This design comes from an exercise in tuning for small area, a short achievable clock period and few clock cycles per item on the open sky130 flow, not from production work.

==> run C: inputs <==
Design tdm_slot_timer_unit, start of the top module:
module tdm_slot_timer_unit (
   input  logic        clock,
   input  logic        reset,
   input  logic        req_valid,
   output logic        req_ready,
   input  logic [47:0] req_now_time,
   output logic        rsp_valid,
   input  logic        rsp_ready,
   output logic [1:0]  rsp_current_slot,
   output logic        rsp_is_own,
   output logic [48:0] rsp_next_own_start,
   output logic [32:0] rsp_wait_time,
   output logic        rsp_error,
   input  logic        csr_we,
   input  logic [2:0]  csr_index,
   input  logic [15:0] csr_wdata
);
   logic [15:0] end0, end1, end2, end3;
   logic [1:0]  cm1;
   logic [1:0]  own;
   always_ff @(posedge clock) begin
      if (reset) begin
         end0 <= 16'd1;
         end1 <= 16'd2;
         end2 <= 16'd3;
         end3 <= 16'd4;
         cm1  <= 2'd3;
         own  <= 2'd0;
      end else if (csr_we) begin
         if (csr_index == 3'd0) end0 <= csr_wdata;
         if (csr_index == 3'd1) end1 <= csr_wdata;
         if (csr_index == 3'd2) end2 <= csr_wdata;
         if (csr_index == 3'd3) end3 <= csr_wdata;
         if (csr_index == 3'd4) cm1 <= (csr_wdata[2:0] == 3'd0) ? 2'd0 :
                                       csr_wdata[2] ? 2'd3 : 2'(csr_wdata[1:0] - 2'd1);
         if (csr_index == 3'd5) own <= csr_wdata[1:0];
      end
   end
   logic [15:0] cyc;       
   logic [15:1] hz;        
   logic        cz;        
   logic [15:0] ooff;      
   logic [16:0] c1;        
   logic        err;       
   logic [15:0] cyc_d, ooff_d;
   always_comb begin
      case (cm1)
         2'd0: cyc_d = end0;
         2'd1: cyc_d = end1;
         2'd2: cyc_d = end2;
         default: cyc_d = end3;
      endcase
      case (own)
         2'd0: ooff_d = 16'd0;
         2'd1: ooff_d = end0;
         2'd2: ooff_d = end1;
  ...
==> flow/config.mk <==
export PLATFORM = sky130hd
export DESIGN_NAME = tdm_slot_timer_unit
export DESIGN_NICKNAME = tdm_slot_timer_unit
export VERILOG_FILES = /design/flow/design.v
export SDC_FILE = /design/flow/constraint.sdc
export NUM_CORES = 4
export LEC_CHECK = 0
export CAP_MARGIN = 20
export CORE_MARGIN = 2
export CORE_UTILIZATION = 40
export SETUP_SLACK_MARGIN = 5
export SLEW_MARGIN = 20
==> flow/constraint.sdc <==
create_clock -name core_clock -period 10.0 [get_ports {clock}]
set_input_delay 2.0000 -clock core_clock [delete_from_list [all_inputs] [get_ports {clock}]]
set_output_delay 2.0000 -clock core_clock [all_outputs]
set_load 0.01 [all_outputs]
run.sh (not shown) runs the stock make flow with config.mk's settings and CLKGATE_MAP_FILE= SYNTH_SCRIPT=/design/flow/synth_recipe.tcl, a recipe that flattens the netlist after the stock synthesis.
==> run M: changes against run C <==
--- a/flow/design.v
+++ b/flow/design.v
@@ -113,23 +113,20 @@
    logic [47:0] n11;
    logic [15:0] r11;
    logic        v12;
    logic [3:0]  t12;
    logic [47:0] n12;
    logic [15:0] r12;
-   logic        v13;
-   logic [3:0]  t13;
-   logic [47:0] n13;
    logic         head;      
    logic [3:0]   etag;      
    logic [3:0]   ntag;      
    logic         rdy;
    logic         out_v, skid_v;
    logic         leave, again, take, out_free;
-   assign leave    = v13 & head & ~skid_v;
-   assign again    = v13 & ~leave;
+   assign leave    = v12 & head & ~skid_v;
+   assign again    = v12 & ~leave;
    assign take     = req_valid & rdy;
    assign out_free = ~out_v | rsp_ready;
    assign req_ready = rdy;
    logic [0:0] tr0;
    logic [1:0] df0;
    logic [0:0] q0;
@@ -335,39 +332,34 @@
    assign q31 = ~df31[17] ? df31[15:0] : tr31[15:0];
    wire [15:0] rn12 = q31;
    logic [15:0] pr;
    logic        phi;
    logic        g0, g1, g2, g3;
    logic [1:0]  pcur;
-   logic        plap, pown, pfz;
-   logic [17:0] pda, pdb, pd;
+   logic        plap, pown;
+   logic [17:0] pd;
    assign pr  = cz ? n12[31:16] : r12;
    assign phi = ~cz | (n12[47:32] == 16'd0);
    assign g0 = phi & (end0 > pr);
    assign g1 = phi & (end1 > pr) & (cm1 >= 2'd1);
    assign g2 = phi & (end2 > pr) & (cm1 >= 2'd2);
    assign g3 = phi & (end3 > pr) & (cm1 == 2'd3);
    assign pcur = g0 ? 2'd0 : g1 ? 2'd1 : g2 ? 2'd2 : g3 ? 2'd3 : cm1;
    assign plap = pcur >= own;
    assign pown = (pcur == own) & ~err;
-   assign pfz  = n12[15:0] == 16'd0;
-   assign pda  = {2'b0, ooff} + {2'b11, ~pr} + {17'd0, pfz};
-   assign pdb  = {1'b0, c1} + {2'b11, ~pr} + {17'd0, pfz};
-   assign pd   = plap ? pdb : pda;
-   logic [1:0]  sc;
-   logic        so, sz, sf;
-   logic [17:0] sd;
+   assign pd   = (plap ? {1'b0, c1} : {2'b0, ooff}) - {2'b0, pr};
    logic [32:0] pstart;
+   logic        pdpos;
+   logic        fnz;
    logic [32:0] pwait;
-   logic [15:0] pnf;
    logic [68:0] res;
-   assign pstart = err ? 33'd0 : cz ? {17'd0, ooff} :
-                   {1'b0, n13[47:16]} + {{15{sd[17]}}, sd} + {32'd0, ~sf};
-   assign pnf    = 16'd0 - n13[15:0];
-   assign pwait  = (sz | sd[17]) ? 33'd0 : {sd[16:0], pnf};
-   assign res    = {sc, so, pstart, pwait};
+   assign pstart = cz ? {17'd0, ooff} : {1'b0, n12[47:16]} + {{15{pd[17]}}, pd};
+   assign fnz    = n12[15:0] != 16'd0;
+   assign pdpos  = phi & ~err & ~pd[17] & (pd[16:0] != 17'd0);
+   assign pwait  = pdpos ? {pd[16:0] - {16'd0, fnz}, 16'd0 - n12[15:0]} : 33'd0;
+   assign res    = {pcur, pown, err ? 33'd0 : pstart, err ? 33'd0 : pwait};
    logic [68:0] out_q, skid_q;
    always_ff @(posedge clock) begin
       if (reset) begin
          v0 <= 1'b0;
          v1 <= 1'b0;
          v2 <= 1'b0;
@@ -378,13 +370,12 @@
          v7 <= 1'b0;
          v8 <= 1'b0;
          v9 <= 1'b0;
          v10 <= 1'b0;
          v11 <= 1'b0;
          v12 <= 1'b0;
-         v13 <= 1'b0;
          etag   <= '0;
          ntag   <= '0;
          head   <= 1'b0;
          rdy    <= 1'b1;
          out_v  <= 1'b0;
          skid_v <= 1'b0;
@@ -399,28 +390,27 @@
          v7 <= v6;
          v8 <= v7;
          v9 <= v8;
          v10 <= v9;
          v11 <= v10;
          v12 <= v11;
-         v13 <= v12;
          etag <= etag + 4'(leave);
          ntag <= ntag + 4'(take);
-         head <= t12 == (etag + 4'(leave));
-         rdy  <= ~v12 | ((t12 == (etag + 4'(leave))) & ~(skid_v ? ~out_free : (leave & ~out_free)));
+         head <= t11 == (etag + 4'(leave));
+         rdy  <= ~v11 | ((t11 == (etag + 4'(leave))) & ~(skid_v ? ~out_free : (leave & ~out_free)));
          if (skid_v) begin
             if (out_free) skid_v <= 1'b0;
          end else if (leave & ~out_free) begin
             skid_v <= 1'b1;
          end
          if (out_free) out_v <= skid_v | leave;
       end
    end
    always_ff @(posedge clock) begin
-      t0 <= again ? t13 : ntag;
-      n0 <= again ? n13 : req_now_time;
+      t0 <= again ? t12 : ntag;
+      n0 <= again ? n12 : req_now_time;
       t1 <= t0;
       n1 <= n0;
       r1 <= rn1;
       t2 <= t1;
       n2 <= n1;
       r2 <= rn2;
@@ -451,19 +441,12 @@
       t11 <= t10;
       n11 <= n10;
       r11 <= rn11;
       t12 <= t11;
       n12 <= n11;
       r12 <= rn12;
-      t13 <= t12;
-      n13 <= n12;
-      sc <= pcur;
-      so <= pown;
-      sz <= ~phi | err;
-      sf <= pfz;
-      sd <= pd;
    end
    always_ff @(posedge clock) begin
       if (~skid_v & leave & ~out_free) skid_q <= res;
       if (out_free) out_q <= skid_v ? skid_q : res;
    end
    assign rsp_valid          = out_v;
--- a/flow/config.mk
+++ b/flow/config.mk
@@ -5,8 +5,7 @@
 export SDC_FILE = /design/flow/constraint.sdc
 export NUM_CORES = 4
 export LEC_CHECK = 0
 export CAP_MARGIN = 20
 export CORE_MARGIN = 2
 export CORE_UTILIZATION = 40
-export SETUP_SLACK_MARGIN = 5
 export SLEW_MARGIN = 20
==> results.cfg <==
[status]
outcome = timing/DRC/antenna clean

[worst_setup_path]
slowest_delay_ns = 0.40

[floorplanning]
dieArea_um2 = 141300

[clocking]
clkLatencyLatePin_ns = 0.78

[route]
met2_length_um = 66260
wl_um = 144400

[final_layout]
sh_seq_area = 0.3731
diodes = 2
final-nonclk-buf-share = 0.07077

[min_path]
hp-start = n5[30]

[timing]
max_freq_ghz = 0.1370
whs_ns = 0.2940
(the above is from run C)
==> results.cfg <==
[status]
outcome = timing/DRC/antenna clean

[timing]
max_freq_ghz = 0.1120
whs_ns = 0.2893

[route]
met2_length_um = 59900
wl_um = 133200

[final_layout]
sh_seq_area = 0.3893
final-nonclk-buf-share = 0.03186
(the above is from run M)
No run of this note included a check of the RTL's function; only the layout flow was run.

==> static timing again, ports no longer ideal <==
No port has a modelled driver above. Below, the same layouts with a new extraction and two added sets of constraints.
Step 1: set_driving_cell puts a clkbuf_16 on clock and a buf_2 on each other input, an assumption about the parent block.
Step 2 also shifts input and output timing later by t, the mid clock arrival at the registers, as if the neighbouring blocks saw the same clock.
Slacks: ideal / step 1 / step 2; pairs: ideal / step 1.
| run | t (ns) | slack for setup (ns) | worst setup path at the end | latest minus earliest clock arrival (ns) |
|---|---|---|---|---|
| run C | 0.838 | 2.703 / 2.703 / 2.703 | register to register | 0.040 / 0.040 |
| run M | 0.797 | 1.075 / 1.075 / 1.075 | register to register | 0.095 / 0.095 |
After both steps every run listed still meets setup and hold.
